What follows belongs to an exercise in optimizing a design on an open flow for small area, a short achievable clock period and few clock cycles per item; a production flow would make more cautious choices. The RTL was checked by simulation tests, not by an equivalence proof against the original design. No activity file was given, so power comes from the tool's default toggle rates.

===== flow/run.sh =====
#!/bin/bash
set -euo pipefail
bash standard.sh "BUFFER_PORTS_ARGS=-buffer_cell sky130_fd_sc_hd__buf_1" \
	"CTS_ARGS=-sink_clustering_enable -repair_clock_nets -dont_use_dummy_load -sink_clustering_size 30 -sink_clustering_max_diameter 60" \
	finish > standard_flow.log 2>&1

===== standard.sh =====
#!/bin/bash
# synth_recipe.tcl (not shown) runs the flow's synth.tcl, then flattens the netlist and writes it again
# the make line also repeats each setting of config.mk as NAME=value (left out here)
make -C /OpenROAD-flow-scripts/flow DESIGN_CONFIG=/design/flow/config.mk WORK_HOME=/design/flow/orfs CLKGATE_MAP_FILE= SYNTH_SCRIPT=/design/flow/synth_recipe.tcl "${@:-finish}"

===== config.mk =====
export PLATFORM = sky130hd
export DESIGN_NAME = axil_fetch
export DESIGN_NICKNAME = axil_fetch
export VERILOG_FILES = /design/flow/design.v
export SDC_FILE = /design/flow/constraint.sdc
export NUM_CORES = 4
export LEC_CHECK = 0
export CAP_MARGIN = 20
export CORE_MARGIN = 2
export CORE_UTILIZATION = 40
export SETUP_SLACK_MARGIN = 2.2
export SLEW_MARGIN = 20

===== constraint.sdc =====
create_clock -name core_clock -period 4.0 [get_ports {S_AXI_ACLK}]
set_input_delay 0.8000 -clock core_clock [delete_from_list [all_inputs] [get_ports {S_AXI_ACLK}]]
set_output_delay 0.8000 -clock core_clock [all_outputs]
set_load 0.01 [all_outputs]

===== design.v =====
`default_nettype none
package fetch_pkg;
	localparam int ADDR_WIDTH = 32;
	localparam int BUS_WIDTH = 64;
	localparam int INSN_WIDTH = 32;
	localparam int INSNS_PER_WORD = BUS_WIDTH / INSN_WIDTH;
	localparam int WORD_LSB = 3;
	localparam int FETCH_LIMIT = 8;
	localparam int LGFIFO = 3;
	localparam int LGDEPTH = LGFIFO + 4;
	typedef logic [ADDR_WIDTH-1:0] addr_t;
	typedef logic [BUS_WIDTH-1:0] bus_word_t;
	typedef logic [INSN_WIDTH-1:0] insn_t;
	typedef logic [LGDEPTH:0] depth_t;
	typedef logic [LGDEPTH-1:0] fill_t;
	typedef enum logic [1:0] {
		RESP_OKAY   = 2'b00,
		RESP_EXOKAY = 2'b01,
		RESP_SLVERR = 2'b10,
		RESP_DECERR = 2'b11
	} axi_resp_e;
endpackage
`default_nettype wire
`default_nettype none
module axil_fetch #(
	parameter int K = 3
) (
	input  logic S_AXI_ACLK,
	input  logic fifo_reset,
	input  logic i_new_pc,
	input  fetch_pkg::addr_t i_pc,
	input  logic i_ready,
	output fetch_pkg::insn_t o_insn,
	output fetch_pkg::addr_t o_pc,
	output logic o_valid,
	output logic o_illegal,
	output logic M_AXI_ARVALID,
	input  logic M_AXI_ARREADY,
	output fetch_pkg::addr_t M_AXI_ARADDR,
	input  logic M_AXI_RVALID,
	output logic M_AXI_RREADY,
	input  fetch_pkg::bus_word_t M_AXI_RDATA,
	input  logic [1:0] M_AXI_RRESP
);
	localparam int CW = $clog2(K + 1);
	logic active;
	logic [31:3] rq_addr;
	logic stale_hold;
	logic arv_ok, arv_spec;
	logic [3:0] inflight, inflight_n;
	logic [3:0] drop, drop_n;
	logic drop_zero, drop_zero_n;
	logic [CW-1:0] used, used_n;
	logic [63:0] buf_data [K];
	logic buf_err [K];
	logic [K-1:0] wr_oh, rd_oh, wr_oh_n, rd_oh_n;
	logic [CW-1:0] fcount, fcount_n;
	logic [K-1:0] wsel;
	logic acc, acc_live, acc_stale, ar_held;
	logic keep, fempty, nl, can_take;
	logic take, load, avail, free, pop, push;
	logic o_valid_n, o_illegal_n, spec_n;
	logic room_n, full_n, choke_n;
	logic src_err;
	logic [31:0] lane;
	assign M_AXI_RREADY = 1'b1;
	assign M_AXI_ARADDR = { rq_addr, 3'b000 };
	assign fempty = (fcount == 0);
	assign nl = o_pc[2] ^ o_valid;
	assign can_take = o_valid && !o_illegal;
	assign take = can_take && i_ready;
	assign load = !o_valid || take;
	assign keep = M_AXI_RVALID && drop_zero;
	assign avail = !fempty || keep;
	assign free = load && avail && nl;
	assign pop = load && nl && !fempty;
	assign push = keep && !(fempty && load && nl);
	always_comb
	begin
		lane = '0;
		src_err = fempty && M_AXI_RRESP[1];
		if (fempty && !nl)
			lane = lane | M_AXI_RDATA[31:0];
		if (fempty && nl)
			lane = lane | M_AXI_RDATA[63:32];
		for (int i = 0; i < K; i++)
		begin
			if (!fempty && rd_oh[i] && !nl)
				lane = lane | buf_data[i][31:0];
			if (!fempty && rd_oh[i] && nl)
				lane = lane | buf_data[i][63:32];
			if (!fempty && rd_oh[i])
				src_err = src_err | buf_err[i];
		end
	end
	assign M_AXI_ARVALID = arv_ok || (arv_spec && i_ready);
	assign acc = M_AXI_ARVALID && M_AXI_ARREADY;
	assign acc_stale = acc && (stale_hold || i_new_pc);
	assign acc_live = acc && !acc_stale;
	assign ar_held = M_AXI_ARVALID && !M_AXI_ARREADY;
	always_ff @(posedge S_AXI_ACLK)
	begin
		if (i_new_pc && !ar_held)
			rq_addr <= i_pc[31:3];
		else if (acc)
			rq_addr <= stale_hold ? o_pc[31:3] : rq_addr + 1'b1;
	end
	logic [3:0] inflight_up, inflight_dn, drop_up, drop_dn;
	logic [CW-1:0] used_up, used_dn, fcount_up, fcount_dn;
	logic [K-1:0] wr_rot, rd_rot;
	logic rv_stale;
	assign inflight_up = inflight + 1'b1;
	assign inflight_dn = inflight - 1'b1;
	assign drop_up = drop + 1'b1;
	assign drop_dn = drop - 1'b1;
	assign used_up = used + 1'b1;
	assign used_dn = used - 1'b1;
	assign fcount_up = fcount + 1'b1;
	assign fcount_dn = fcount - 1'b1;
	assign wr_rot = { wr_oh[K-2:0], wr_oh[K-1] };
	assign rd_rot = { rd_oh[K-2:0], rd_oh[K-1] };
	assign rv_stale = M_AXI_RVALID && !drop_zero;
	always_comb
	begin
		case ({ acc, M_AXI_RVALID })
		2'b10: inflight_n = inflight_up;
		2'b01: inflight_n = inflight_dn;
		default: inflight_n = inflight;
		endcase
		if (i_new_pc)
		begin
			drop_n = inflight_n;
			drop_zero_n = (inflight == 0 && acc == M_AXI_RVALID)
				|| (inflight == 1 && !acc && M_AXI_RVALID);
		end
		else
		begin
			case ({ acc_stale, rv_stale })
			2'b10: drop_n = drop_up;
			2'b01: drop_n = drop_dn;
			default: drop_n = drop;
			endcase
			drop_zero_n = !acc_stale && (drop_zero || (drop == 1 && M_AXI_RVALID));
		end
		case ({ acc_live, free })
		2'b10: used_n = used_up;
		2'b01: used_n = used_dn;
		default: used_n = used;
		endcase
		if (i_new_pc)
			used_n = '0;
		case ({ push, pop })
		2'b10: fcount_n = fcount_up;
		2'b01: fcount_n = fcount_dn;
		default: fcount_n = fcount;
		endcase
		wr_oh_n = push ? wr_rot : wr_oh;
		rd_oh_n = pop ? rd_rot : rd_oh;
		if (i_new_pc)
		begin
			fcount_n = '0;
			wr_oh_n = K'(1);
			rd_oh_n = K'(1);
		end
		if (i_new_pc)
		begin
			o_valid_n = 1'b0;
			o_illegal_n = 1'b0;
		end
		else
		begin
			o_valid_n = load ? avail : o_valid;
			o_illegal_n = load ? (avail && src_err) : o_illegal;
		end
		spec_n = !i_new_pc && (!fempty || keep)
			&& (load ? (!nl && !src_err) : (!o_illegal && nl));
		if (i_new_pc)
		begin
			room_n = 1'b1;
			full_n = 1'b0;
		end
		else if (acc_live && !free)
		begin
			room_n = (used < CW'(K - 1));
			full_n = (used == CW'(K - 1));
		end
		else if (free && !acc_live)
		begin
			room_n = 1'b1;
			full_n = 1'b0;
		end
		else
		begin
			room_n = (used < CW'(K));
			full_n = (used == CW'(K));
		end
		if (i_new_pc)
		begin
			if (acc && !M_AXI_RVALID)
				choke_n = inflight_up[3];
			else if (!acc && M_AXI_RVALID)
				choke_n = inflight_dn[3];
			else
				choke_n = inflight[3];
		end
		else
		begin
			if (acc_stale && !rv_stale)
				choke_n = drop_up[3];
			else if (!acc_stale && rv_stale)
				choke_n = drop_dn[3];
			else
				choke_n = drop[3];
		end
	end
	always_ff @(posedge S_AXI_ACLK)
	begin
		if (fifo_reset)
		begin
			inflight <= '0;
			drop <= '0;
			drop_zero <= 1'b1;
			used <= '0;
			active <= 1'b0;
			stale_hold <= 1'b0;
			arv_ok <= 1'b0;
			arv_spec <= 1'b0;
			wr_oh <= K'(1);
			rd_oh <= K'(1);
			fcount <= '0;
			wsel <= K'(1);
			o_valid <= 1'b0;
			o_illegal <= 1'b0;
		end
		else
		begin
			inflight <= inflight_n;
			drop <= drop_n;
			drop_zero <= drop_zero_n;
			used <= used_n;
			if (i_new_pc)
				active <= 1'b1;
			if (i_new_pc)
				stale_hold <= ar_held;
			else if (acc)
				stale_hold <= 1'b0;
			arv_ok <= ar_held || ((active || i_new_pc) && !choke_n && room_n);
			arv_spec <= !ar_held && (active || i_new_pc) && !choke_n && full_n
				&& spec_n;
			wr_oh <= wr_oh_n;
			rd_oh <= rd_oh_n;
			fcount <= fcount_n;
			wsel <= drop_zero_n ? wr_oh_n : '0;
			o_valid <= o_valid_n;
			o_illegal <= o_illegal_n;
		end
	end
	always_ff @(posedge S_AXI_ACLK)
	begin
		for (int i = 0; i < K; i++)
		begin
			if (M_AXI_RVALID && wsel[i])
			begin
				buf_data[i] <= M_AXI_RDATA;
				buf_err[i] <= M_AXI_RRESP[1];
			end
		end
	end
	always_ff @(posedge S_AXI_ACLK)
	begin
		if (load)
			o_insn <= { lane[7:0], lane[15:8], lane[23:16], lane[31:24] };
	end
	always_ff @(posedge S_AXI_ACLK)
	begin
		if (i_new_pc)
			o_pc <= i_pc;
		else if (take)
			o_pc <= { o_pc[31:2] + 1'b1, 2'b00 };
	end
endmodule
`default_nettype wire

==> results of run 1 <==
[power by group through the flow]
stage,sequential [W],combinational [W],clock [W]
floorplan,0.00416,0.000678,0
finish,0.00403,0.00174,0.00234
global placement,0.00413,0.00106,0
detailed placement,0.00414,0.00107,0
global route,0.00405,0.00188,0.00249
CTS,0.00401,0.00153,0.00239
[per-stage QoR]
step / instance area (sq um) / total power, W / cells
after floorplan: 14600 / 0.00484 / 1131
after global placement: 15600 / 0.00519 / 1731
after detailed placement: 15600 / 0.00522 / 1731
after CTS: 18200 / 0.00793 / 1878
after global routing: 19400 / 0.00842 / 1927
final: 19400 / 0.00812 / 1929
[state kept, by name (all words and copies together) (netlist names)]
register	count
active	1
arv_ok	1
arv_spec	1
buf_data	192
buf_err	3
drop	4
drop_zero	1
fcount	2
inflight	4
o_illegal	1
o_insn	32
o_pc	32
o_valid	1
rd_oh	3
rq_addr	29
stale_hold	1
used	2
wr_oh	3
wsel	3
[per-layer routing]
layer	wire, microns	part of all wire (%)	track usage [%]
met2	20400	48	35.6
met3	3300	7.9	3.82
met5	23	0.055	0
met4	1100	2.6	4.93
met1	17200	41	27.5
[worst paths after layout]
kind | startpoint | end | cells past startpoint
hold reg to reg | active | active | 2
hold / removal | M_AXI_RDATA[29] | buf_data[1][29] | 1
setup / recovery | o_pc[2] | o_pc[2] | 2
setup reg to reg | o_pc[2] | o_insn[13] | 9
[timing repair]
item | CTS | global route
pin swaps | 62 | 97
gates cloned | 13 | 5
setup buffers | 106 | 44
setup endpoints to repair | 483 | 242
gates resized for setup | 180 | 224
[cell usage in the layout (no fill, tap or decap), drive strengths merged, types with 5 or more instances in the layout]
master,count
buf,301
edfxtp,288
clkbuf,104
nand2,100
a21oi,67
o21ai,64
nand3,61
nor2,57
and3,38
xnor2,32
xor2,30
mux2i,29
dfxtp,28
a221oi,28
inv,21
nor3,19
a222oi,16
o211ai,16
a211oi,16
a22oi,14
nand4,14
ha,14
a221o,11
o22ai,11
and2,11
or3,9
a31oi,7
nor4,7
nand2b,7
mux2,5
[layout make-up]
type / instances / area (sq um)
fill: 2965 / 15900
sequential: 316 / 9230
multi-input combinational: 721 / 5880
timing repair buffer: 378 / 2860
clock buffer: 28 / 701
tap: 461 / 577
inverter: 22 / 109
timing repair inverter: 1 / 7.51
antenna: 2 / 5.00
[logic make-up after synthesis]
| group | after synthesis | share of synthesized area [%] |
|---|---|---|
| and+or+nand+nor | 332 | 11.9 |
| DFF | 316 | 64.6 |
| AOI/OAI and AO/OA | 267 | 12.7 |
| buffers and inverters | 102 | 3.27 |
| xor gates and xnor gates | 62 | 3.86 |
| muxes | 34 | 2.43 |
| adders and majority gates | 14 | 1.23 |
| other | 2 | 0.0526 |
==> out/results.tsv, run 1 <==
stage	metric	value	unit
outcome	status	no timing/DRC/antenna violations	
timing	tightest_slew	0.948	ns
yosys	synthArstFlopShare	0	%
global_route	track_usage	20.8	%
yosys	syn_area_per_cell	12.6	sq um
critical_path	r2r_setup_slack	1.96	ns
finish	drive_above_1_share	35.1	%
timing	slew_headroom	36.8	%
yosys	ys_seq_area_share	64.6	%
pwr	p_per_area	419	nW/um^2
routing	drc	0	
floorplan	initial_core_util	40.4	%
timing	setup_violations	0	
global_route	grt_max_degree	66	
global_route	antenna_found_initial	3	
yosys	synth_ff_type	edfxtp_1	
flow_run	maxCapViolCount	0	
clocking	root_buffer	clkbuf_16	
routing	drt-initial-drc-count	763	
clocking	path_clk_slew	0.08	ns
timing	skew	0.0452	ns
yosys	synth_top_area_cell	edfxtp_1	
routing	viasPerCell	5.59	
routing	drt-total-wl	42000	microns
critical_path	critical_path_required	3.20	ns
timing	timing.setup.tns	0	ns
placed_design	dp_slack	1.18	ns
clocking	cts.hold.buffers_added	0	
yosys	ys_ff_latch	316	
clocking	insertion_delay	0.57	ns
finish	final_core_util	54.8	%
yosys	yosysMostFrequentCell	edfxtp_1	
global_route	grt_pass1_wl	59500	microns
critical_path	critical_path_class	flop to output pin	
critical_path	critical_path.max_fanout	6	
timing	post-route-period-util	51.1	%
yosys	synth_commonest_cells	edfxtp_1 (288), nand2_1 (100), a21oi_1 (67), nand3_1 (59), nor2_1 (56)	
floorplan	die_width	193	microns
min_path	min_path_type	input pin to flop	
floorplan	fp.dieH	193	microns
floorplan	dieArea	37200	sq um
critical_path	path_cells	buf_6, buf_6	
timing	timing.fmax	0.490	GHz
critical_path	crit_path_max_incr_delay	0.43	ns
clocking	cts_tree	built	
critical_path	crit_family	flip-flops	
critical_path	path_buf_inv	2	
yosys	yosysUniqueCellTypes	67	
timing	hold_viol_final	0	
timing	rsz0062_at_grt	yes	
pwr	clkPwrFrac	28.9	%
critical_path	cp-start-kind	flop	
yosys	synthTopCellsByArea	edfxtp_1 (61%), dfxtp_1 (3.9%), nand2_1 (2.6%)	
timing	timing.hold.ws	0.494	ns
global_route	grt_pass1_vias	10400	
clocking	htree_levels	1	
yosys	synth_edf_count	288	
global_route	overflow	0	
routing	first_pass_iters	5	
routing	vias	10800	
yosys	synth.top_cell.area_share	60.6	%
timing	fin_crit	2.04	ns
pwr	p_sw	0.00219	W
pwr	p_sw_share	27.0	%
yosys	ys_warn_count	3	
clocking	clk_path_buf_depth	3	
pwr	combPwrFrac	21.5	%
finish	fin_nets	1586	
clocking	cts_sinks	316	
pwr	seqPwrFrac	49.6	%
pwr	peakVddDrop	0.000405	V
placed_design	io_buffers	198	
routing	avgRoutedWirePerCell	21.8	microns
timing	maxSlewViolCount	0	
critical_path	end_kind	output pin	
pwr	leakage	7.03	nW
floorplan	row_count	69	
routing	ant_nets	0	
floorplan	core-area	35300	sq um
pwr	internal_power	0.00592	W
placed_design	hpwl	22300	microns
yosys	syn_area	14300	sq um
critical_path	cp_slowest_cell	edfxtp_1	
placed_design	gp_congestion	0.852	
finish	area_growth	35.7	%
critical_path	cp_common_cell	buf_6	
critical_path	cp.arrival	1.24	ns
clocking	numCtsBuffers	28	
yosys	synthCells	1129	
timing	setup_ws	1.96	ns
floorplan	io-pin-count	204	
Testbench counts, summed over its fixed seeds: cycles 70,312, insns 52,201.
==> run 2, diff against run 1 <==
--- a/config.mk
+++ b/config.mk
@@ -8,5 +8,5 @@
 export CAP_MARGIN = 20
 export CORE_MARGIN = 2
 export CORE_UTILIZATION = 40
-export SETUP_SLACK_MARGIN = 2.2
+export SETUP_SLACK_MARGIN = 1.6
 export SLEW_MARGIN = 20
==> run 2 against run 1 <==
  * Register-to-register slack lost 0.22 ns
  * Global-route usage decreased by 2.3 points
  * Synthesized area stayed put
  * Fmax shrank 9.6%
  * Critical path depth grew 5
  * Largest cell class unchanged
  * First-iteration DRC count shrank 17%
  * Still clean on timing, DRC and antenna
  * Hold slack worse by 0.0033 ns
  * Via count decreased by 8.3%
  * Routed wire length fell by 16%
  * Design area is 16% lower
==> out/results.tsv, run 2 <==
stage	metric	value	unit	change
outcome	status	no timing/DRC/antenna violations		
yosys	synth.top_cell.area_share	60.6	%	unchanged
yosys	yosysUniqueCellTypes	67		unchanged
global_route	met2_usage	31.0	%	-4.6 points
routing	vias	9890		-8.3%
clocking	cts_sinks	316		unchanged
routing	ant_nets	0		unchanged
yosys	synthTopCellsByArea	edfxtp_1 (61%), dfxtp_1 (3.9%), nand2_1 (2.6%)		
finish	final_cell_count_no_fill	1768		-8.3%
clocking	path_clk_slew	0.08	ns	about the same
clocking	clk_path_buf_depth	3		unchanged
yosys	synth_ff_type	edfxtp_1		
routing	avgRoutedWirePerCell	19.9	microns	-8.5%
pwr	clkPwrFrac	31.1	%	+2.2 points
routing	drt-total-wl	35200	microns	-16%
finish	layout_commonest_cell	edfxtp_1		
global_route	grt_pass1_wl	53000	microns	-11%
clocking	root_buffer	clkbuf_16		
timing	slew_headroom	30.6	%	-6.2 points
timing	timing.fmax	0.443	GHz	-9.6%
yosys	synth_top_area_cell	edfxtp_1		
pwr	combPwrFrac	14.2	%	-7.3 points
timing	fin_crit	2.26	ns	+0.218 ns
floorplan	row_count	69		unchanged
yosys	ys_ff_latch	316		unchanged
global_route	track_usage	18.5	%	-2.3 points
global_route	grt_max_degree	66		unchanged
yosys	synth_edf_count	288		unchanged
pwr	p_sw	0.00193	W	-12%
pwr	seqPwrFrac	54.7	%	+5.1 points
floorplan	fp.dieH	193	microns	unchanged
pwr	peakVddDrop	0.000347	V	-14%
clocking	numCtsBuffers	28		unchanged
pwr	p_sw_share	25.9	%	-1.1 points
placed_design	gp_congestion	0.820		-3.8%
routing	viasPerCell	5.59		about the same
yosys	ys_warn_count	3		unchanged
critical_path	cp.arrival	2.57	ns	+1.33 ns
yosys	ys_seq_area_share	64.6	%	unchanged
min_path	hold_start	M_AXI_RDATA[31]		
routing	drt-initial-drc-count	631		-17%
global_route	grt_use_met1	24.2	%	-3.3 points
global_route	grt_pass1_vias	9426		-9.1%
timing	maxSlewViolCount	0		unchanged
finish	largest_reg_flops	192		unchanged
critical_path	critical_path.max_fanout	16		+10
placed_design	hpwl	22200	microns	-0.45%
timing	timing.setup.tns	0	ns	unchanged
timing	post-route-period-util	56.5	%	+5.4 points
timing	rsz0062_at_grt	no		
clocking	cts_tree	built		
pwr	leakage	5.46	nW	-22%
yosys	syn_area	14300	sq um	unchanged
yosys	synth_commonest_cells	edfxtp_1 (288), nand2_1 (100), a21oi_1 (67), nand3_1 (59), nor2_1 (56)		
clocking	insertion_delay	0.57	ns	about the same
finish	layout_common_cells	edfxtp_1 (288), buf_1 (197), nand2_1 (99)		
global_route	antenna_found_initial	3		unchanged
floorplan	dieArea	37200	sq um	unchanged
timing	tightest_slew	1.04	ns	+0.0930 ns
floorplan	io-pin-count	204		unchanged
finish	area_growth	13.8	%	
min_path	min_path_type	input pin to flop		
finish	seqCellArea	9220	sq um	-0.11%
yosys	synthCells	1129		unchanged
pwr	p_per_area	458	nW/um^2	+9.3%
global_route	overflow	0		unchanged
yosys	yosysMostFrequentCell	edfxtp_1		
finish	fin_nets	1423		-10%
clocking	htree_levels	1		unchanged
yosys	synthArstFlopShare	0	%	unchanged
pwr	internal_power	0.00551	W	-7.0%
floorplan	core-area	35300	sq um	unchanged
critical_path	critical_path_class	flop to flop		
timing	setup_violations	0		unchanged
placed_design	io_buffers	198		unchanged
global_route	grt_use_met3	4.38	%	+0.56 points
finish	regMostFlops	buf_data		
timing	hold_viol_final	0		unchanged
global_route	top_usage_layer	met2		
critical_path	r2r_start	fcount[0]		
floorplan	die_width	193	microns	unchanged
yosys	syn_area_per_cell	12.6	sq um	unchanged
flow_run	maxCapViolCount	0		unchanged
critical_path	cp-start-kind	flop		
critical_path	critical_path_required	4.31	ns	+1.11 ns
placed_design	place_inst	1731		unchanged
critical_path	crit_path_start	fcount[0]		
critical_path	end_kind	flop		
routing	first_pass_iters	5		unchanged
routing	drc	0		unchanged
floorplan	initial_core_util	40.4	%	unchanged
timing	skew	0.0466	ns	+0.00143 ns
finish	fill_cells	3221		+8.6%
finish	drive_above_1_share	7.60	%	-28 points
finish	multi_input_area	4700	sq um	-20%
finish	top_regs	buf_data: 192 flops, o_insn: 32 flops, o_pc: 32 flops		
-- run 2: cell families after synthesis --
group           Yosys count  synth area share [%]
fa+ha+maj                14                  1.23
simple gates            332                  11.9
flops                   316                  64.6
compound gates          267                  12.7
buf+inv                 102                  3.27
other cells               2                0.0526
xor+xnor                 62                  3.86
mux                      34                  2.43
-- run 2: stage by stage --
step / worst slack (ns) / area (sq um) / utilization (%) / total power, W / hold slack (ns)
floorplan: 1.60 / 14300 / - / 0.00479 / 0.460
global placement: 1.14 / 15500 / 43.8 / 0.00516 / 0.479
detailed placement: 1.14 / 15500 / 43.8 / 0.00518 / 0.488
CTS: 1.64 / 16200 / 45.9 / 0.00751 / 0.469
global route: 1.61 / 16200 / 45.9 / 0.00776 / 0.493
finish: 1.74 / 16200 / 46.0 / 0.00743 / 0.491
-- run 2: final cells by class --
type	count	area share, %
Sequential cell	316	56.8
Multi-Input combinational cell	714	29.0
Timing Repair Buffer	223	5.82
Clock buffer	28	4.32
Tap cell	461	3.55
Inverter	22	0.509
Antenna cell	4	0.0617
-- run 2: critical path: stages, from the launching register on --
cell and delay [ns]:
dfxtp_1 0.36, or2_2 0.48, buf_4 0.28, buf_4 0.20, and3_1 0.19, a221oi_2 0.17
a21oi_1 0.09, a221o_1 0.27
-- run 2: path summary, 6_finish.rpt --
| path | end | slack (ns) | cells past startpoint |
|---|---|---|---|
| setup / recovery | o_insn[14] | 1.74 | 7 |
| hold / removal | buf_data[2][31] | 0.49 | 1 |
| setup reg to reg | o_insn[14] | 1.74 | 7 |
| hold reg to reg | active | 0.50 | 2 |
-- run 2: power by group through the flow --
stage,Sequential [W],Combinational (W),Clock [W]
finish,0.00407,0.00106,0.00231
global route,0.00409,0.00118,0.00248
CTS,0.00407,0.00106,0.00238
detailed placement,0.00414,0.00104,0
global placement,0.00413,0.00103,0
floorplan,0.00416,0.000633,0
-- run 2: metal layers --
metal  wire length (microns)  part of all wire [%]  vias up
li1                        -                     -     4652
met1                   15000                    43     4875
met4                     637                   1.8        0
met5                       0                     0        -
met2                   16500                    47      319
met3                    3070                   8.7       44
-- run 2: timing repair --
| action | in CTS | in global routing |
|---|---|---|
| cloned | 1 | 0 |
| pin swaps | 1 | 2 |
| gates resized for setup | 4 | 5 |
| setup buffers | 2 | 2 |
| hold endpoints to repair | 0 | 0 |
| hold buffers | 0 | 0 |
| endpoints found under the setup margin | 35 | 17 |
==> run 3, diff against run 2 <==
--- a/config.mk
+++ b/config.mk
@@ -8,5 +8,5 @@
 export CAP_MARGIN = 20
 export CORE_MARGIN = 2
 export CORE_UTILIZATION = 40
-export SETUP_SLACK_MARGIN = 1.6
+export SETUP_SLACK_MARGIN = 2.0
 export SLEW_MARGIN = 20
==> run 3 against run 2 <==
  * Critical path type is now flop to output pin
  * Count of clock-buffer cells in the layout down 1
  * Still clean on timing, DRC and antenna
  * First-iteration DRC count down 3.6%
  * Cell count rose by 2.7%
  * Synthesized area stayed put
==> out/results.tsv, run 3 <==
stage	metric	value	unit	change
outcome	status	no timing/DRC/antenna violations		
pwr	clkPwrFrac	29.9	%	-1.2 points
critical_path	critical_path_class	flop to output pin		
critical_path	cp_slowest_cell	edfxtp_1		
timing	timing.setup.tns	0	ns	unchanged
routing	vias	10100		+1.8%
placed_design	place_inst	1728		-0.17%
floorplan	io-pin-count	204		unchanged
yosys	synth_ff_type	edfxtp_1		
global_route	antenna_found_initial	4		+1
floorplan	initial_core_util	40.4	%	unchanged
finish	regMostFlops	buf_data		
min_path	min_path_type	flop to flop		
critical_path	cp.arrival	1.27	ns	-1.30 ns
timing	fin_crit	2.07	ns	-0.187 ns
yosys	synth_top_area_cell	edfxtp_1		
yosys	synthArstFlopShare	0	%	unchanged
yosys	ys_warn_count	3		unchanged
timing	tightest_slew	0.995	ns	-0.0459 ns
global_route	overflow	0		unchanged
critical_path	cp-start-kind	flop		
clocking	path_clk_slew	0.06	ns	-0.02 ns
floorplan	core-area	35300	sq um	unchanged
global_route	grt_pass1_vias	9583		+1.7%
clocking	root_buffer	clkbuf_16		
clocking	insertion_delay	0.56	ns	about the same
yosys	syn_area	14300	sq um	unchanged
finish	fin_nets	1473		+3.5%
finish	multi_input_area	5120	sq um	+8.9%
yosys	synth.top_cell.area_share	60.6	%	unchanged
timing	rsz0062_at_grt	yes		
timing	setup_violations	0		unchanged
floorplan	die_width	193	microns	unchanged
min_path	min_path_cells	2		+1
floorplan	fp.dieH	193	microns	unchanged
routing	drt-total-wl	36900	microns	+4.7%
critical_path	r2r_start	o_pc[2]		
pwr	p_per_area	439	nW/um^2	-4.1%
yosys	synthCells	1129		unchanged
finish	largest_reg_flops	192		unchanged
placed_design	io_buffers	198		unchanged
finish	final_cell_count_no_fill	1816		+2.7%
placed_design	gp_congestion	0.835		+1.8%
timing	skew	0.0468	ns	+0.000207 ns
critical_path	critical_path.max_fanout	4		-12
clocking	clk_path_buf_depth	3		unchanged
finish	drive_above_1_share	15.2	%	+7.6 points
pwr	internal_power	0.00557	W	+1.2%
critical_path	crit_path_max_incr_delay	0.37	ns	-0.11 ns
placed_design	hpwl	22000	microns	-0.76%
routing	viasPerCell	5.55		-0.85%
critical_path	path_buf_inv	3		+1
critical_path	cp_common_cell	buf_6		
pwr	p_sw	0.00198	W	+2.8%
critical_path	r2r-end	fcount[1]		
global_route	track_usage	18.9	%	+0.42 points
pwr	seqPwrFrac	53.7	%	-1.0 points
timing	hold_viol_final	0		unchanged
pwr	p_sw_share	26.2	%	+0.30 points
clocking	cts_sinks	316		unchanged
finish	fill_cells	3138		-2.6%
routing	drt-initial-drc-count	608		-3.6%
yosys	synthTopCellsByArea	edfxtp_1 (61%), dfxtp_1 (3.9%), nand2_1 (2.6%)		
critical_path	end_kind	output pin		
finish	layout_common_cells	edfxtp_1 (288), buf_1 (190), nand2_1 (96)		
finish	top_regs	buf_data: 192 flops, o_insn: 32 flops, o_pc: 32 flops		
critical_path	r2r_cells	10		+3
clocking	htree_levels	1		unchanged
min_path	min_to	active		
finish	seqCellArea	9220	sq um	about the same
timing	slew_headroom	33.7	%	+3.1 points
finish	layout_commonest_cell	edfxtp_1		
clocking	cts_tree	built		
routing	avgRoutedWirePerCell	20.3	microns	+1.9%
critical_path	critical_path_required	3.20	ns	-1.11 ns
yosys	synth_edf_count	288		unchanged
pwr	peakVddDrop	0.000324	V	-6.8%
pwr	combPwrFrac	16.4	%	+2.2 points
yosys	synth_commonest_cells	edfxtp_1 (288), nand2_1 (100), a21oi_1 (67), nand3_1 (59), nor2_1 (56)		
critical_path	crit_family	buffers and inverters		
pwr	leakage	5.89	nW	+7.9%
routing	drc	0		unchanged
floorplan	dieArea	37200	sq um	unchanged
timing	post-route-period-util	51.8	%	-4.7 points
timing	maxSlewViolCount	0		unchanged
min_path	hold_start	active		
yosys	ys_seq_area_share	64.6	%	unchanged
global_route	grt_max_degree	66		unchanged
yosys	yosysMostFrequentCell	edfxtp_1		
yosys	yosysUniqueCellTypes	67		unchanged
finish	area_growth	20.5	%	
global_route	grt_pass1_wl	54700	microns	+3.1%
critical_path	path_cells	buf_6, buf_8, buf_6		
routing	ant_nets	0		unchanged
routing	first_pass_iters	5		unchanged
critical_path	r2r_setup_slack	1.97	ns	+0.23 ns
timing	timing.fmax	0.482	GHz	+9.0%
clocking	numCtsBuffers	27		-3.6%
yosys	syn_area_per_cell	12.6	sq um	unchanged
flow_run	maxCapViolCount	0		unchanged
floorplan	row_count	69		unchanged
yosys	ys_ff_latch	316		unchanged
## run 3: cell counts after synthesis
Identical to the previous run, type by type.
## run 3: cells by family after synthesis
family / synth area share, %
AOI/OAI and AO/OA: 12.7
xor gates and xnor gates: 3.86
adders and majority gates: 1.23
buffers and inverters: 3.27
DFF: 64.6
muxes: 2.43
other: 0.0526
and+or+nand+nor: 11.9
## run 3: layer usage
metal / GRT usage (%) / wire length, microns / vias to the layer above / share of wire [%]
met2: 32.1 / 17700 / 353 / 48
met5: 0 / 30 / - / 0.081
li1: - / - / 4762 / -
met1: 24.8 / 15300 / 4900 / 42
met3: 4.11 / 3120 / 53 / 8.5
met4: 4.29 / 720 / 4 / 2.0
## run 3: final cells by class
class	count	share of cell area (%)
antenna	2	0.0291
clock buffer	27	3.93
inverter	22	0.509
multi-input combinational	717	29.8
sequential	316	53.6
tap	461	3.35
timing repair buffer	271	8.74
## run 3: repair_timing
action	CTS	global route
hold buffers	0	0
endpoints found under the hold margin	0	0
setup buffers	28	24
pin swaps	5	18
gates resized for setup	48	50
setup endpoints to repair	105	79
gates cloned	2	5
## run 3: per-stage QoR
stage	util, %	hold slack (ns)	cell area, sq um	total power, W	setup slack, ns
6_report	48.7	0.502	17200	0.00755	1.93
5_1_grt	48.7	0.494	17200	0.00787	1.90
4_1_cts	47.3	0.469	16700	0.00754	1.90
3_5_place_dp	44.1	0.488	15600	0.00521	0.967
3_3_place_gp	44.1	0.482	15600	0.00519	1.00
2_1_floorplan	-	0.460	14500	0.00482	1.81
## run 3: power groups by stage
| stage | sequential [W] | clock (W) | combinational (W) |
|---|---|---|---|
| 2_1_floorplan | 0.00416 | 0 | 0.000661 |
| 3_3_place_gp | 0.00414 | 0 | 0.00105 |
| 3_5_place_dp | 0.00414 | 0 | 0.00107 |
| 4_1_cts | 0.00406 | 0.00232 | 0.00116 |
| 5_1_grt | 0.00408 | 0.00242 | 0.00137 |
| 6_report | 0.00405 | 0.00226 | 0.00124 |
## run 3: worst max path at each step
stage | startpoint | to | slack [ns] | depth (start not counted)
5_1_grt | o_pc[2] | o_pc[2] | 1.90 | 3
3_5_place_dp | o_pc[2] | o_insn[19] | 0.97 | 5
4_1_cts | o_pc[2] | o_pc[2] | 1.90 | 3
3_3_place_gp | o_pc[2] | o_insn[27] | 1.00 | 5
6_report | o_pc[2] | o_pc[2] | 1.93 | 3
2_1_floorplan | i_ready | drop_zero | 1.81 | 9
## run 3: worst register-to-register path, stage by stage (launching register included)
cell and delay (ns):
edfxtp_1 0.37, buf_6 0.14, buf_8 0.13, buf_12 0.12, mux2i_4 0.22, a21oi_4 0.19, inv_2 0.08, ha_4 0.15
xnor2_1 0.12, or3_1 0.33, a21oi_2 0.11
==> run 4, diff against run 3 <==
--- a/config.mk
+++ b/config.mk
@@ -5,6 +5,7 @@
 export SDC_FILE = /design/flow/constraint.sdc
 export NUM_CORES = 4
 export LEC_CHECK = 0
+export ABC_AREA = 1
 export CAP_MARGIN = 20
 export CORE_MARGIN = 2
 export CORE_UTILIZATION = 40
==> run 4 against run 3 <==
  * Highest routed layer unchanged
  * Hold slack lost 0.054 ns
  * Design area grew 1.9%
  * Combinational power hardly changed
  * Sequential power down 1%
  * Critical path type unchanged
  * Cell count increased by 17%
  * Still clean
  * Clock skew up 0.054 ns
  * Fmax up 2.5%
  * Total power grew 0.72%
  * Sequential cell count is the same
  * First-iteration DRC count increased by 57%
==> out/results.tsv, run 4 <==
stage	metric	value	unit	change
critical_path	cp.arrival	1.22	ns	-0.05 ns
critical_path	critical_path_required	3.20	ns	about the same
clocking	path_clk_slew	0.05	ns	about the same
global_route	overflow	0		unchanged
floorplan	fp.dieH	196	microns	+1.6%
placed_design	dpl_cell_area	16100	sq um	+3.1%
min_path	min_path_cells	2		unchanged
clocking	insertion_delay	0.60	ns	+0.04 ns
routing	vias	11100		+10%
yosys	synthTopCellsByArea	edfxtp_1 (59%), nand2_1 (9.7%), dfxtp_1 (3.8%)		
min_path	hold_start	active		
finish	regMostFlops	buf_data		
timing	maxSlewViolCount	0		unchanged
critical_path	critical_path_class	flop to output pin		
yosys	ys_seq_area_share	62.5	%	-2.0 points
pwr	p_per_area	434	nW/um^2	-1.1%
routing	viasPerCell	5.23		-5.7%
finish	fill_cells	3413		+8.8%
floorplan	dieArea	38400	sq um	+3.2%
placed_design	gp_congestion	0.872		+4.4%
outcome	status	no timing/DRC/antenna violations		
yosys	yosysUniqueCellTypes	43		-36%
finish	area_growth	18.9	%	
finish	antenna_cells	0		-2
critical_path	crit_cells	2		-1
global_route	grt_max_degree	39		-41%
finish	top_regs	buf_data: 192 flops, o_insn: 32 flops, o_pc: 32 flops		
timing	skew	0.101	ns	+0.0539 ns
floorplan	die_width	196	microns	+1.6%
clocking	root_buffer	clkbuf_16		
pwr	leakage	6.59	nW	+12%
yosys	synthArstFlopShare	0	%	unchanged
timing	fin_crit	2.02	ns	-0.0499 ns
clocking	cts_sinks	316		unchanged
timing	rsz0062_at_grt	yes		
floorplan	io-pin-count	204		unchanged
critical_path	r2r-end	arv_spec		
yosys	synth_edf_count	288		unchanged
critical_path	r2r_start	o_pc[2]		
floorplan	core-area	36400	sq um	+3.2%
yosys	syn_area	14700	sq um	+3.2%
global_route	grt_pass1_wl	60800	microns	+11%
timing	timing.hold.ws	0.448	ns	-0.0537 ns
pwr	peakVddDrop	0.000341	V	+5.4%
placed_design	io_buffers	198		unchanged
yosys	ys_warn_count	3		unchanged
finish	drive_above_1_share	13.8	%	-1.5 points
timing	tightest_slew	0.822	ns	-0.173 ns
routing	drt-total-wl	40600	microns	+10%
critical_path	r2r_cells	13		+3
critical_path	path_buf_inv	2		-1
yosys	synth_ff_type	edfxtp_1		
critical_path	crit_path_max_incr_delay	0.44	ns	+0.07 ns
timing	post-route-period-util	50.6	%	-1.2 points
finish	fin_nets	1778		+21%
finish	layout_commonest_cell	nand2_1		
yosys	synth_top_area_cell	edfxtp_1		
yosys	ys_ff_latch	316		unchanged
global_route	antenna_found_initial	2		-2
clocking	numCtsBuffers	29		+7.4%
timing	slew_headroom	45.1	%	+11 points
yosys	synthCells	1407		+25%
routing	drc	0		unchanged
timing	timing.fmax	0.494	GHz	+2.5%
min_path	min_path_type	flop to flop		
clocking	htree_levels	1		unchanged
finish	layout_common_cells	nand2_1 (373), edfxtp_1 (288), buf_1 (185)		
timing	timing.setup.tns	0	ns	unchanged
routing	avgRoutedWirePerCell	19.1	microns	-5.9%
critical_path	path_cells	buf_6, buf_6		
floorplan	initial_core_util	40.4	%	about the same
timing	setup_violations	0		unchanged
min_path	min_to	active		
yosys	syn_area_per_cell	10.5	sq um	-17%
flow_run	maxCapViolCount	0		unchanged
clocking	clk_path_buf_depth	3		unchanged
timing	hold_viol_final	0		unchanged
global_route	grt_pass1_vias	10600		+11%
critical_path	cp_slowest_cell	edfxtp_1		
routing	drt-initial-drc-count	954		+57%
floorplan	row_count	70		+1.4%
global_route	track_usage	20.7	%	+1.7 points
yosys	synth.top_cell.area_share	58.7	%	-1.9 points
placed_design	hpwl	25900	microns	+18%
yosys	yosysMostFrequentCell	nand2_1		
finish	largest_reg_flops	192		unchanged
critical_path	r2r_setup_slack	2.05	ns	+0.08 ns
routing	ant_nets	0		unchanged
critical_path	crit_family	flip-flops		
routing	first_pass_iters	5		unchanged
critical_path	end_kind	output pin		
critical_path	cp-start-kind	flop		
critical_path	cp_common_cell	buf_6		
critical_path	critical_path.max_fanout	3		-1
finish	fin_area	17500	sq um	+1.9%
clocking	cts_tree	built		
yosys	synth_commonest_cells	nand2_1 (382), edfxtp_1 (288), inv_1 (129), nor2_1 (95), nand3_1 (64)		
## run 4: cell count changes in the layout (fill, tap and decap cells not counted), moves of 13 or more
cell	previous run	this run
nor2_4	2	15
xnor2_1	31	7
a22o_1	1	27
mux2i_1	28	0
inv_1	16	121
o21ai_0	26	51
nand4_1	9	23
a22oi_1	14	1
o21ai_1	36	16
nor2_1	54	85
a222oi_1	16	0
a211oi_1	14	0
nand2_1	96	373
and3_1	30	0
## run 4: where the power goes
part | internal, W | switching [W]
Combinational | 0.000419 | 0.000811
Clock | 0.00126 | 0.00110
Sequential | 0.00388 | 0.000134
## run 4: layout make-up
| cell class | instances | area, sq um | share of cell area (%) |
|---|---|---|---|
| Clock buffer | 29 | 726 | 4.14 |
| Inverter | 144 | 593 | 3.39 |
| Multi-Input combinational cell | 903 | 5080 | 29.0 |
| Sequential cell | 316 | 9210 | 52.6 |
| Tap cell | 468 | 586 | 3.34 |
| Timing Repair Buffer | 264 | 1310 | 7.46 |
| Timing Repair inverter | 2 | 13.8 | 0.0786 |
## run 4: metal layers
metal / track usage [%] / wire, microns / vias up
li1: - / - / 5384
met1: 27.3 / 17400 / 5311
met2: 35.1 / 19600 / 345
met3: 3.16 / 2600 / 70
met4: 6.31 / 1060 / 4
met5: 0 / 27 / -
## run 4: kinds of logic after synthesis
kind of cell	count (synthesis)	share of synthesized area (%)
XOR/XNOR	28	1.67
flip-flops	316	62.5
AND/OR/NAND/NOR	631	18.8
other	2	0.0510
AO/OA/AOI/OAI	222	10.2
buffers and inverters	194	5.66
adder cells (fa/ha/maj)	14	1.19
## run 4: worst max-delay path by stage
stage / slack, ns / endpoint / from
global route: 1.92 / arv_spec / o_pc[2]
global placement: 1.16 / arv_spec / i_new_pc
detailed placement: 1.15 / arv_spec / i_new_pc
CTS: 1.95 / rq_addr[8] / i_new_pc
finish: 1.98 / o_pc[2] / o_pc[2]
floorplan: 1.80 / arv_spec / i_ready
## run 4: repair_timing
action | CTS | global route
setup buffers | 37 | 15
endpoints found under the hold margin | 0 | 0
gates cloned | 6 | 0
hold buffers | 0 | 0
pin swaps | 7 | 9
endpoints found under the setup margin | 163 | 79
resized for setup | 33 | 45
## run 4: metrics by stage
stage	setup slack [ns]	total power (W)	std cells	utilization, %
global route	1.92	0.00792	2126	48.1
detailed placement	1.15	0.00517	2039	44.1
CTS	1.95	0.00761	2111	47.2
finish	1.98	0.00761	2126	48.1
floorplan	1.80	0.00475	1409	-
global placement	1.16	0.00515	2039	44.1
## run 4: worst min-delay path: cells and delay by family (launching register included)
kind / cells / cell delay (ns)
flops: 1 / 0.30
simple gates: 2 / 0.11
==> run 5, diff against run 4 <==
--- a/config.mk
+++ b/config.mk
@@ -5,9 +5,9 @@
 export SDC_FILE = /design/flow/constraint.sdc
 export NUM_CORES = 4
 export LEC_CHECK = 0
-export ABC_AREA = 1
 export CAP_MARGIN = 20
 export CORE_MARGIN = 2
 export CORE_UTILIZATION = 40
+export GPL_TIMING_DRIVEN = 1
 export SETUP_SLACK_MARGIN = 2.0
 export SLEW_MARGIN = 20
==> run 5 against run 4 <==
  * Via count shrank 9.4%
  * Sequential cell count is the same
  * Synthesized area shrank 3.1%
  * Clock power shrank 4%
  * Critical path depth grew 1
  * Fmax shrank 2.4%
  * Setup slack lost 0.050 ns
  * Die area shrank 3.1%
  * Highest routed layer unchanged
==> out/results.tsv, run 5 <==
stage	metric	value	unit	change
outcome	status	no timing/DRC/antenna violations		
timing	timing.setup.tns	0	ns	unchanged
pwr	combPwrFrac	16.4	%	+0.2 points
global_route	overflow	0		unchanged
clocking	path_clk_slew	0.06	ns	about the same
placed_design	io_buffers	198		unchanged
critical_path	cp_common_cell	buf_6		
floorplan	initial_core_util	40.4	%	about the same
critical_path	r2r_start	o_pc[2]		
global_route	grt_pass1_wl	54700	microns	-10%
yosys	synth_edf_count	288		unchanged
routing	avgRoutedWirePerCell	20.3	microns	+6.2%
yosys	synthCells	1129		-20%
finish	fill_cells	3138		-8.1%
yosys	ys_ff_latch	316		unchanged
critical_path	critical_path.max_fanout	4		+1
timing	timing.fmax	0.482	GHz	-2.4%
min_path	min_path_cells	2		unchanged
pwr	p_sw	0.00198	W	-3.2%
critical_path	path_cells	buf_6, buf_8, buf_6		
finish	seqCellArea	9220	sq um	about the same
placed_design	gp_congestion	0.835		-4.2%
placed_design	hpwl	22000	microns	-15%
clocking	numCtsBuffers	27		-6.9%
timing	post-route-period-util	51.8	%	+1.2 points
routing	drt-total-wl	36900	microns	-9.3%
clocking	cts_sinks	316		unchanged
pwr	leakage	5.89	nW	-11%
placed_design	dpl_cell_area	15600	sq um	-3.0%
min_path	hold_start	active		
routing	drt-initial-drc-count	608		-36%
routing	ant_nets	0		unchanged
yosys	syn_area	14300	sq um	-3.1%
floorplan	die_width	193	microns	-1.5%
finish	fin_area	17200	sq um	-1.8%
flow_run	maxCapViolCount	0		unchanged
routing	vias	10100		-9.4%
clocking	htree_levels	1		unchanged
finish	area_growth	20.5	%	
clocking	root_buffer	clkbuf_16		
global_route	antenna_found_initial	4		+2
critical_path	r2r_cells	10		-3
critical_path	r2r-end	fcount[1]		
pwr	p_sw_share	26.2	%	-0.68 points
floorplan	io-pin-count	204		unchanged
clocking	clk_path_buf_depth	3		unchanged
pwr	internal_power	0.00557	W	+0.21%
critical_path	critical_path_class	flop to output pin		
finish	top_regs	buf_data: 192 flops, o_insn: 32 flops, o_pc: 32 flops		
yosys	synth.top_cell.area_share	60.6	%	+1.9 points
yosys	synthArstFlopShare	0	%	unchanged
global_route	grt_pass1_vias	9583		-10%
finish	regMostFlops	buf_data		
timing	rsz0062_at_grt	yes		
finish	largest_reg_flops	192		unchanged
critical_path	r2r_setup_slack	1.97	ns	-0.08 ns
floorplan	row_count	69		-1.4%
routing	drc	0		unchanged
finish	multi_input_area	5120	sq um	+0.91%
routing	first_pass_iters	5		unchanged
pwr	seqPwrFrac	53.7	%	+0.9 points
timing	skew	0.0468	ns	-0.0539 ns
pwr	peakVddDrop	0.000324	V	-5.1%
finish	layout_common_cells	edfxtp_1 (288), buf_1 (190), nand2_1 (96)		
timing	slew_headroom	33.7	%	-11 points
yosys	synthTopCellsByArea	edfxtp_1 (61%), dfxtp_1 (3.9%), nand2_1 (2.6%)		
finish	fin_nets	1473		-17%
floorplan	dieArea	37200	sq um	-3.1%
timing	tightest_slew	0.995	ns	+0.173 ns
floorplan	fp.dieH	193	microns	-1.5%
yosys	synth_ff_type	edfxtp_1		
yosys	synth_commonest_cells	edfxtp_1 (288), nand2_1 (100), a21oi_1 (67), nand3_1 (59), nor2_1 (56)		
clocking	cts_tree	built		
finish	layout_commonest_cell	edfxtp_1		
clocking	insertion_delay	0.56	ns	-0.04 ns
yosys	synth_top_area_cell	edfxtp_1		
critical_path	cp_slowest_cell	edfxtp_1		
finish	drive_above_1_share	15.2	%	+1.5 points
yosys	yosysMostFrequentCell	edfxtp_1		
timing	hold_viol_final	0		unchanged
floorplan	core-area	35300	sq um	-3.1%
critical_path	cp.arrival	1.27	ns	+0.05 ns
min_path	min_to	active		
min_path	min_path_type	flop to flop		
pwr	p_per_area	439	nW/um^2	+1.1%
timing	maxSlewViolCount	0		unchanged
critical_path	cp-start-kind	flop		
yosys	yosysUniqueCellTypes	67		+56%
yosys	ys_seq_area_share	64.6	%	+2.0 points
routing	viasPerCell	5.55		+6.1%
pwr	clkPwrFrac	29.9	%	-1.2 points
global_route	grt_max_degree	66		+69%
global_route	track_usage	18.9	%	-1.7 points
critical_path	crit_path_max_incr_delay	0.37	ns	-0.07 ns
yosys	ys_warn_count	3		unchanged
clocking	cts.hold.buffers_added	0		unchanged
timing	setup_violations	0		unchanged
timing	fin_crit	2.07	ns	+0.0499 ns
critical_path	critical_path_required	3.20	ns	about the same
yosys	syn_area_per_cell	12.6	sq um	+21%
critical_path	end_kind	output pin		
## run 5: cell types whose count changed in the layout (fill, tap and decap cells not counted), moves of 25 or more
cell     previous run  this run
o21ai_0            51        26
nor2_1             85        54
nand2_1           373        96
mux2i_1             0        28
inv_1             121        16
and3_1              0        30
a22o_1             27         1
## run 5: layout make-up
class                           count  share of cell area (%)
Antenna cell                        2                  0.0291
Clock buffer                       27                    3.93
Inverter                           22                   0.509
Multi-Input combinational cell    717                    29.8
Sequential cell                   316                    53.6
Tap cell                          461                    3.35
Timing Repair Buffer              271                    8.74
## run 5: kinds of logic (layout without fill, tap and decap cells)
logic type | Yosys count | after routing | synth area share (%)
fa+ha+maj | 14 | 14 | 1.23
xor+xnor | 62 | 63 | 3.86
simple gates | 332 | 335 | 11.9
mux | 34 | 34 | 2.43
flops | 316 | 316 | 64.6
compound gates | 267 | 267 | 12.7
buf+inv | 102 | 320 | 3.27
other cells | 2 | 6 | 0.0526
## run 5: worst max path at each step
stage,startpoint,endpoint,slack (ns)
finish,o_pc[2],o_pc[2],1.93
global placement,o_pc[2],o_insn[27],1.00
CTS,o_pc[2],o_pc[2],1.90
floorplan,i_ready,drop_zero,1.81
detailed placement,o_pc[2],o_insn[19],0.97
global route,o_pc[2],o_pc[2],1.90
## run 5: repair_timing
item	CTS	global route
cloned	2	5
pin swaps	5	18
gates resized for setup	48	50
setup buffers	28	24
endpoints found under the setup margin	105	79
## run 5: power groups by stage
stage / clock network, W / logic [W] / registers [W]
2_1_floorplan: 0 / 0.000661 / 0.00416
3_3_place_gp: 0 / 0.00105 / 0.00414
3_5_place_dp: 0 / 0.00107 / 0.00414
5_1_grt: 0.00242 / 0.00137 / 0.00408
6_report: 0.00226 / 0.00124 / 0.00405
4_1_cts: 0.00232 / 0.00116 / 0.00406
## run 5: worst max-delay path, delay by kind of cell, from the launching register on
family	cells	cell delay [ns]
DFF	1	0.37
buffers and inverters	3	0.39
## run 5: per-layer routing
layer	routed length (microns)	vias up	global-route usage (%)	share of wire (%)
li1	-	4762	-	-
met1	15300	4900	24.8	42
met2	17700	353	32.1	48
met3	3120	53	4.11	8.5
met4	720	4	4.29	2.0
met5	30	-	0	0.081
## run 5: through the flow
step / power [W] / setup WS (ns) / hold slack [ns] / util (%) / instances
2_1_floorplan: 0.00482 / 1.81 / 0.460 / - / 1131
3_3_place_gp: 0.00519 / 1.00 / 0.482 / 44.1 / 1728
3_5_place_dp: 0.00521 / 0.967 / 0.488 / 44.1 / 1728
4_1_cts: 0.00754 / 1.90 / 0.469 / 47.3 / 1785
5_1_grt: 0.00787 / 1.90 / 0.494 / 48.7 / 1814
6_report: 0.00755 / 1.93 / 0.502 / 48.7 / 1816
==> run 6, diff against run 5 <==
--- a/config.mk
+++ b/config.mk
@@ -5,9 +5,9 @@
 export SDC_FILE = /design/flow/constraint.sdc
 export NUM_CORES = 4
 export LEC_CHECK = 0
+export ABC_AREA = 1
 export CAP_MARGIN = 20
 export CORE_MARGIN = 2
 export CORE_UTILIZATION = 40
-export GPL_TIMING_DRIVEN = 1
-export SETUP_SLACK_MARGIN = 2.0
+export SETUP_SLACK_MARGIN = 1.9
 export SLEW_MARGIN = 20
==> run 6 against run 5 <==
  * Largest power group unchanged
  * Largest cell class unchanged
  * Still clean
  * Sequential cell count is the same
  * Die area up 3.2%
  * Core utilization shrank 2.0 points
  * Combinational power decreased by 11%
  * Setup slack lost 0.023 ns
==> out/results.tsv, run 6 <==
stage	metric	value	unit	change
critical_path	critical_path_class	flop to output pin		
timing	rsz0062_at_grt	yes		
routing	drt-total-wl	40200	microns	+8.9%
yosys	synth_edf_count	288		unchanged
pwr	p_per_area	435	nW/um^2	-0.93%
timing	slew_headroom	34.4	%	+0.71 points
yosys	ys_seq_area_share	62.5	%	-2.0 points
finish	fill_cells	3447		+9.8%
routing	first_pass_iters	5		unchanged
critical_path	crit_path_max_incr_delay	0.49	ns	+0.12 ns
placed_design	dp_slack	1.31	ns	+0.345 ns
finish	layout_common_cells	nand2_1 (375), edfxtp_1 (288), buf_1 (196)		
clocking	clk_path_buf_depth	3		unchanged
min_path	hold_start	rd_oh[2]		
finish	drive_above_1_share	9.94	%	-5.3 points
yosys	synth.top_cell.area_share	58.7	%	-1.9 points
global_route	track_usage	20.5	%	+1.5 points
timing	setup_violations	0		unchanged
clocking	root_buffer	clkbuf_16		
global_route	grt_pass1_vias	10600		+11%
pwr	leakage	6.32	nW	+7.3%
timing	post-route-period-util	52.4	%	+0.57 points
yosys	ys_warn_count	3		unchanged
critical_path	r2r_start	o_pc[2]		
placed_design	hpwl	26400	microns	+20%
floorplan	initial_core_util	40.4	%	about the same
yosys	syn_area	14700	sq um	+3.2%
critical_path	critical_path.max_fanout	6		+2
timing	maxSlewViolCount	0		unchanged
routing	drt-initial-drc-count	694		+14%
clocking	path_clk_slew	0.06	ns	about the same
timing	timing.fmax	0.477	GHz	-1.1%
critical_path	end_kind	output pin		
timing	fin_crit	2.10	ns	+0.0227 ns
placed_design	place_inst	2040		+18%
yosys	ys_ff_latch	316		unchanged
routing	drc	0		unchanged
finish	area_growth	15.5	%	
timing	timing.setup.tns	0	ns	unchanged
floorplan	row_count	70		+1.4%
yosys	yosysMostFrequentCell	nand2_1		
finish	top_regs	buf_data: 192 flops, o_insn: 32 flops, o_pc: 32 flops		
yosys	synthTopCellsByArea	edfxtp_1 (59%), nand2_1 (9.7%), dfxtp_1 (3.8%)		
finish	final_cell_count_no_fill	2088		+15%
global_route	grt_pass1_wl	60700	microns	+11%
floorplan	dieArea	38400	sq um	+3.2%
yosys	yosysUniqueCellTypes	43		-36%
timing	setup_ws	1.90	ns	-0.0227 ns
floorplan	die_width	196	microns	+1.6%
min_path	min_path_type	flop to flop		
floorplan	fp.dieH	196	microns	+1.6%
finish	multi_input_area	4920	sq um	-4.0%
routing	avgRoutedWirePerCell	19.2	microns	-5.2%
global_route	overflow	0		unchanged
critical_path	cp.arrival	1.30	ns	+0.03 ns
global_route	antenna_found_initial	3		-1
clocking	cts_tree	built		
flow_run	maxCapViolCount	0		unchanged
timing	tightest_slew	0.979	ns	-0.0161 ns
yosys	synthArstFlopShare	0	%	unchanged
min_path	min_path_cells	2		unchanged
critical_path	path_cells	buf_4, buf_1		
global_route	grt_max_degree	39		-41%
critical_path	r2r-end	o_insn[30]		
finish	fin_area	17000	sq um	-1.1%
min_path	min_to	rd_oh[2]		
placed_design	gp_congestion	0.854		+2.3%
placed_design	dpl_cell_area	16100	sq um	+3.0%
pwr	peakVddDrop	0.000339	V	+4.8%
yosys	syn_area_per_cell	10.5	sq um	-17%
critical_path	critical_path_required	3.20	ns	about the same
clocking	cts_sinks	316		unchanged
critical_path	cp_slowest_cell	edfxtp_1		
routing	viasPerCell	5.24		-5.5%
outcome	status	no timing/DRC/antenna violations		
finish	fin_nets	1739		+18%
clocking	htree_levels	1		unchanged
timing	hold_viol_final	0		unchanged
finish	regMostFlops	buf_data		
finish	seqCellArea	9210	sq um	about the same
yosys	synth_ff_type	edfxtp_1		
critical_path	r2r_setup_slack	2.01	ns	+0.04 ns
floorplan	io-pin-count	204		unchanged
critical_path	r2r_cells	8		-2
placed_design	io_buffers	198		unchanged
timing	skew	0.0813	ns	+0.0345 ns
finish	layout_commonest_cell	nand2_1		
clocking	insertion_delay	0.57	ns	about the same
routing	ant_nets	0		unchanged
floorplan	core-area	36400	sq um	+3.2%
yosys	synth_top_area_cell	edfxtp_1		
routing	vias	10900		+8.7%
critical_path	cp-start-kind	flop		
finish	largest_reg_flops	192		unchanged
yosys	synth_commonest_cells	nand2_1 (382), edfxtp_1 (288), inv_1 (129), nor2_1 (95), nand3_1 (64)		
yosys	synthCells	1407		+25%
clocking	numCtsBuffers	27		unchanged
## run 6: how the worst max path moves through the flow
stage,from,end,slack [ns],cells after the start
after CTS,stale_hold,arv_spec,1.84,11
after detailed placement,i_ready,used[1],1.31,13
after global placement,i_ready,arv_spec,1.33,14
after global routing,stale_hold,drop[3],1.84,10
final,o_pc[2],o_pc[2],1.90,2
after floorplan,i_ready,used[1],1.77,12
## run 6: critical path, delay by kind of cell, from the launching register on
family   cells  cell delay, ns
flops        1            0.49
buf+inv      2            0.30
## run 6: stage by stage
step           total power, W  hold slack [ns]  util [%]
3_5_place_dp          0.00517            0.448      44.1
2_1_floorplan         0.00474            0.421         -
4_1_cts               0.00744            0.461      46.2
3_3_place_gp          0.00515            0.433      44.1
6_report              0.00740            0.464      46.7
5_1_grt               0.00773            0.463      46.7
## run 6: what timing repair did
| action | 4_1_cts | 5_1_grt |
|---|---|---|
| setup buffers | 6 | 11 |
| pin swaps | 3 | 2 |
| cloned | 2 | 1 |
| resized for setup | 16 | 17 |
| hold buffers | 0 | 0 |
| setup endpoints to repair | 52 | 30 |
## run 6: logic make-up (layout without fill, tap and decap cells)
group,after synthesis,in the layout,share of synthesized area [%]
AO/OA/AOI/OAI,222,222,10.2
XOR/XNOR,28,28,1.67
AND/OR/NAND/NOR,631,633,18.8
other,2,5,0.0510
flip-flops,316,316,62.5
buffers and inverters,194,402,5.66
adder cells (fa/ha/maj),14,14,1.19
## run 6: layer usage
layer | vias to the layer above | track usage (%) | part of all wire [%]
met5 | - | 0 | 0.10
met2 | 367 | 34.7 | 48
met1 | 5220 | 27.6 | 43
li1 | 5299 | - | -
met4 | 6 | 5.44 | 2.5
met3 | 57 | 2.99 | 6.5
## run 6: cell type report
cell class	instances	area share, %
clock buffers	27	3.97
repair buffers	230	6.01
inverters	144	3.41
diodes	1	0.0147
well taps	468	3.44
repair inverters	1	0.0294
flip-flops and latches	316	54.2
multi-input cells	901	28.9
## run 6: power breakdown
| part | switching [W] | total (W) | internal [W] |
|---|---|---|---|
| Clock | 0.00107 | 0.00225 | 0.00118 |
| Sequential | 0.000169 | 0.00405 | 0.00388 |
| Combinational | 0.000740 | 0.00110 | 0.000356 |
==> run 7, diff against run 6 <==
--- a/config.mk
+++ b/config.mk
@@ -9,5 +9,5 @@
 export CAP_MARGIN = 20
 export CORE_MARGIN = 2
 export CORE_UTILIZATION = 40
-export SETUP_SLACK_MARGIN = 1.9
+export SETUP_SLACK_MARGIN = 2.1
 export SLEW_MARGIN = 20
==> run 7 against run 6 <==
  * Still clean
  * Synthesized area stayed put
  * Design area is 9.5% higher
  * Critical path depth is 1 lower
  * Cell count is 4.5% higher
  * Sequential share of layout area is 4.7 points lower
  * Sequential cell count stayed put
  * Count of clock-buffer cells in the layout is 3 higher
  * Via count is 4.6% higher
  * Routed wire length is 6.6% higher
  * Core utilization is 4.4 points higher
==> out/results.tsv, run 7 <==
stage	metric	value	unit	change
finish	drive_above_1_share	22.7	%	+13 points
finish	regMostFlops	buf_data		
clocking	cts_sinks	316		unchanged
yosys	synth_edf_count	288		unchanged
pwr	combPwrFrac	18.7	%	+3.9 points
timing	hold_viol_final	0		unchanged
critical_path	critical_path_class	flop to output pin		
routing	drt-initial-drc-count	869		+25%
clocking	cts.hold.buffers_added	0		unchanged
finish	largest_reg_flops	192		unchanged
outcome	status	no timing/DRC/antenna violations		
critical_path	path_cells	buf_1		
critical_path	cp-start-kind	flop		
clocking	path_clk_slew	0.11	ns	+0.05 ns
finish	area_growth	26.4	%	
yosys	ys_ff_latch	316		unchanged
clocking	numCtsBuffers	30		+11%
clocking	htree_levels	1		unchanged
yosys	syn_area_per_cell	10.5	sq um	unchanged
timing	timing.setup.tns	0	ns	unchanged
critical_path	critical_path.max_fanout	6		unchanged
clocking	cts_tree	built		
placed_design	dpl_cell_area	16100	sq um	+0.23%
floorplan	core-area	36400	sq um	unchanged
routing	avgRoutedWirePerCell	19.6	microns	+2.0%
timing	setup_violations	0		unchanged
pwr	p_sw_share	27.1	%	+0.28 points
yosys	yosys.area_share.xor_xnor	1.67	%	unchanged
floorplan	fp.dieH	196	microns	unchanged
finish	fill_cells	3283		-4.8%
clocking	insertion_delay	0.61	ns	+0.04 ns
yosys	yosysUniqueCellTypes	43		unchanged
yosys	synth_commonest_cells	nand2_1 (382), edfxtp_1 (288), inv_1 (129), nor2_1 (95), nand3_1 (64)		
global_route	grt_pass1_vias	11100		+4.2%
yosys	synthTopCellsByArea	edfxtp_1 (59%), nand2_1 (9.7%), dfxtp_1 (3.8%)		
global_route	grt_max_degree	66		+69%
global_route	antenna_found_initial	4		+1
yosys	synth_top_area_cell	edfxtp_1		
yosys	synthCells	1407		unchanged
yosys	synth_compound_area_share	10.2	%	unchanged
floorplan	initial_core_util	40.4	%	unchanged
timing	skew	0.0967	ns	+0.0154 ns
critical_path	critical_path_required	3.20	ns	about the same
routing	first_pass_iters	7		+2
timing	post-route-period-util	50.4	%	-2.0 points
timing	fin_crit	2.02	ns	-0.0790 ns
timing	rsz0062_at_grt	yes		
finish	final_core_util	51.1	%	+4.4 points
yosys	synth-adder-area-share	1.19	%	unchanged
yosys	synthArstFlopShare	0	%	unchanged
finish	fin_nets	1832		+5.3%
yosys	ys_seq_area_share	62.5	%	unchanged
yosys	synth.top_cell.area_share	58.7	%	unchanged
clocking	root_buffer	clkbuf_16		
yosys	yosysMostFrequentCell	nand2_1		
pwr	leakage	7.21	nW	+14%
finish	layout_common_cells	nand2_1 (368), edfxtp_1 (288), buf_1 (119)		
timing	timing.fmax	0.496	GHz	+3.9%
global_route	overflow	0		unchanged
clocking	clk_path_buf_depth	3		unchanged
finish	top_regs	buf_data: 192 flops, o_insn: 32 flops, o_pc: 32 flops		
routing	drt-total-wl	42800	microns	+6.6%
yosys	ys_warn_count	3		unchanged
pwr	internal_power	0.00577	W	+6.4%
critical_path	cp.arrival	1.22	ns	-0.08 ns
floorplan	dieArea	38400	sq um	unchanged
placed_design	gp_congestion	0.881		+3.2%
yosys	syn_area	14700	sq um	unchanged
pwr	peakVddDrop	0.000319	V	-6.1%
pwr	clkPwrFrac	30.7	%	+0.2 points
yosys	muxShareOfSynthArea	0	%	unchanged
timing	tightest_slew	0.706	ns	-0.273 ns
global_route	grt_pass1_wl	63600	microns	+4.7%
pwr	seqPwrFrac	50.6	%	-4.1 points
pwr	p_sw	0.00214	W	+8.0%
floorplan	row_count	70		unchanged
placed_design	io_buffers	198		unchanged
critical_path	path_buf_inv	1		-1
pwr	total_power	0.00791	W	+6.8%
critical_path	crit_family	flip-flops		
critical_path	end_kind	output pin		
timing	slew_headroom	52.8	%	+18 points
yosys	synth_ff_type	edfxtp_1		
global_route	track_usage	21.5	%	+1.1 points
routing	drc	0		unchanged
pwr	p_per_area	425	nW/um^2	-2.4%
critical_path	cp_slowest_cell	edfxtp_1		
timing	maxSlewViolCount	0		unchanged
min_path	min_path_type	input pin to flop		
yosys	yosys.area_share.simple	18.8	%	unchanged
finish	fin_area	18600	sq um	+9.5%
finish	layout_commonest_cell	nand2_1		
floorplan	io-pin-count	204		unchanged
placed_design	hpwl	25900	microns	-1.8%
routing	ant_nets	0		unchanged
yosys	synth_top_family_by_area	simple AND/OR/NAND/NOR gates		
flow_run	maxCapViolCount	0		unchanged
routing	vias	11500		+4.6%
critical_path	crit_path_max_incr_delay	0.50	ns	about the same
floorplan	die_width	196	microns	unchanged
routing	viasPerCell	5.25		about the same
-- run 7: cell count changes in the layout (fill, tap and decap cells not counted), sizes merged --
| cell | previous run | this run |
|---|---|---|
| clkbuf | 27 | 76 |
| buf | 230 | 272 |
| clkinv | 0 | 2 |
| clkinvlp | 5 | 3 |
| diode | 1 | 3 |
| inv | 140 | 141 |
| o21ai | 76 | 77 |
-- run 7: final timing paths --
path	start	end	slack, ns	cells after the start
max	o_pc[12]	o_pc[12]	1.98	1
min reg2reg	active	active	0.45	2
max reg2reg	o_pc[2]	fcount[1]	2.10	13
min	M_AXI_RDATA[2]	buf_data[2][2]	0.44	1
-- run 7: kinds of logic after synthesis --
kind of cell / after synthesis
simple gates: 631
buf+inv: 194
fa+ha+maj: 14
compound gates: 222
xor+xnor: 28
flops: 316
other cells: 2
-- run 7: power groups by stage --
stage | Sequential, W | Clock (W) | Combinational [W]
after floorplan | 0.00414 | 0 | 0.000609
after global placement | 0.00411 | 0 | 0.00105
after detailed placement | 0.00412 | 0 | 0.00106
after CTS | 0.00400 | 0.00248 | 0.00129
after global routing | 0.00402 | 0.00258 | 0.00162
final | 0.00400 | 0.00243 | 0.00147
-- run 7: layer usage --
metal	track usage, %	share of wire, %	up-vias
met2	35.6	47	398
li1	-	-	5502
met4	6.29	2.9	4
met3	3.66	6.9	76
met5	0	0.065	-
met1	29.3	43	5476
-- run 7: per-stage QoR --
stage	std cells	setup slack, ns	hold WS [ns]
final	2183	1.98	0.439
after detailed placement	2038	1.17	0.442
after floorplan	1409	1.80	0.421
after global placement	2038	1.20	0.431
after global routing	2181	1.94	0.428
after CTS	2144	1.96	0.409
-- run 7: final cells by class --
class,instances,area [sq um],share of cell area [%]
timing repair inverter,2,17.5,0.0941
antenna,3,7.51,0.0403
timing repair buffer,318,2100,11.3
multi-input combinational,902,5310,28.5
inverter,144,619,3.33
sequential,316,9210,49.5
tap,468,586,3.15
clock buffer,30,751,4.03
-- run 7: what timing repair did --
action                     in CTS  in global routing
buffers inserted               74                 30
setup endpoints to repair     253                204
pin swaps                      11                 28
resized for setup              74                187
cloned                          2                  6

-- what the ideal ports hide --
The results above use ideal ports. As a check the final layouts listed here were re-extracted and re-timed, cells and wires unchanged.
Step 1 (the two cells are an assumption about what drives the block):
set clk [get_ports {S_AXI_ACLK}]
set_driving_cell -lib_cell sky130_fd_sc_hd__clkbuf_16 $clk
set_driving_cell -lib_cell sky130_fd_sc_hd__buf_2 [delete_from_list [all_inputs] $clk]
Step 2 moves the port delays by t, midway between the first and last clock arrival at a register: inputs arrive t later, outputs are due t later. That takes back most of the time a late clock gives input paths.
Three values: ideal ports, drivers, drivers and shift; two values: the first two.
run | shift t [ns] | setup slack, ns | worst hold slack (ns) | worst register clock-pin slew, ns | worst data-port slew with drivers (ns)
run 1 | 0.592 | 1.958 / 1.889 / 1.454 | 0.494 / 0.465 / 0.516 | 0.08 / 0.08 | 0.10
run 2 | 0.597 | 1.740 / 1.740 / 1.216 | 0.491 / 0.465 / 0.500 | 0.08 / 0.08 | 0.09
run 3 | 0.584 | 1.927 / 1.875 / 1.429 | 0.502 / 0.476 / 0.502 | 0.09 / 0.09 | 0.09
run 4 | 0.597 | 1.977 / 1.927 / 1.474 | 0.448 / 0.436 / 0.448 | 0.11 / 0.11 | 0.08
run 5 | 0.584 | 1.927 / 1.875 / 1.429 | 0.502 / 0.476 / 0.502 | 0.09 / 0.09 | 0.09
run 6 | 0.579 | 1.904 / 1.853 / 1.466 | 0.464 / 0.464 / 0.464 | 0.10 / 0.10 | 0.08
run 7 | 0.609 | 1.983 / 1.937 / 1.570 | 0.439 / 0.434 / 0.448 | 0.11 / 0.11 | 0.09
After both steps every run listed still meets setup and hold. For run 2, which loses most, drivers alone change the setup slack by 0.000 ns; drivers and shift together by -0.524 ns.
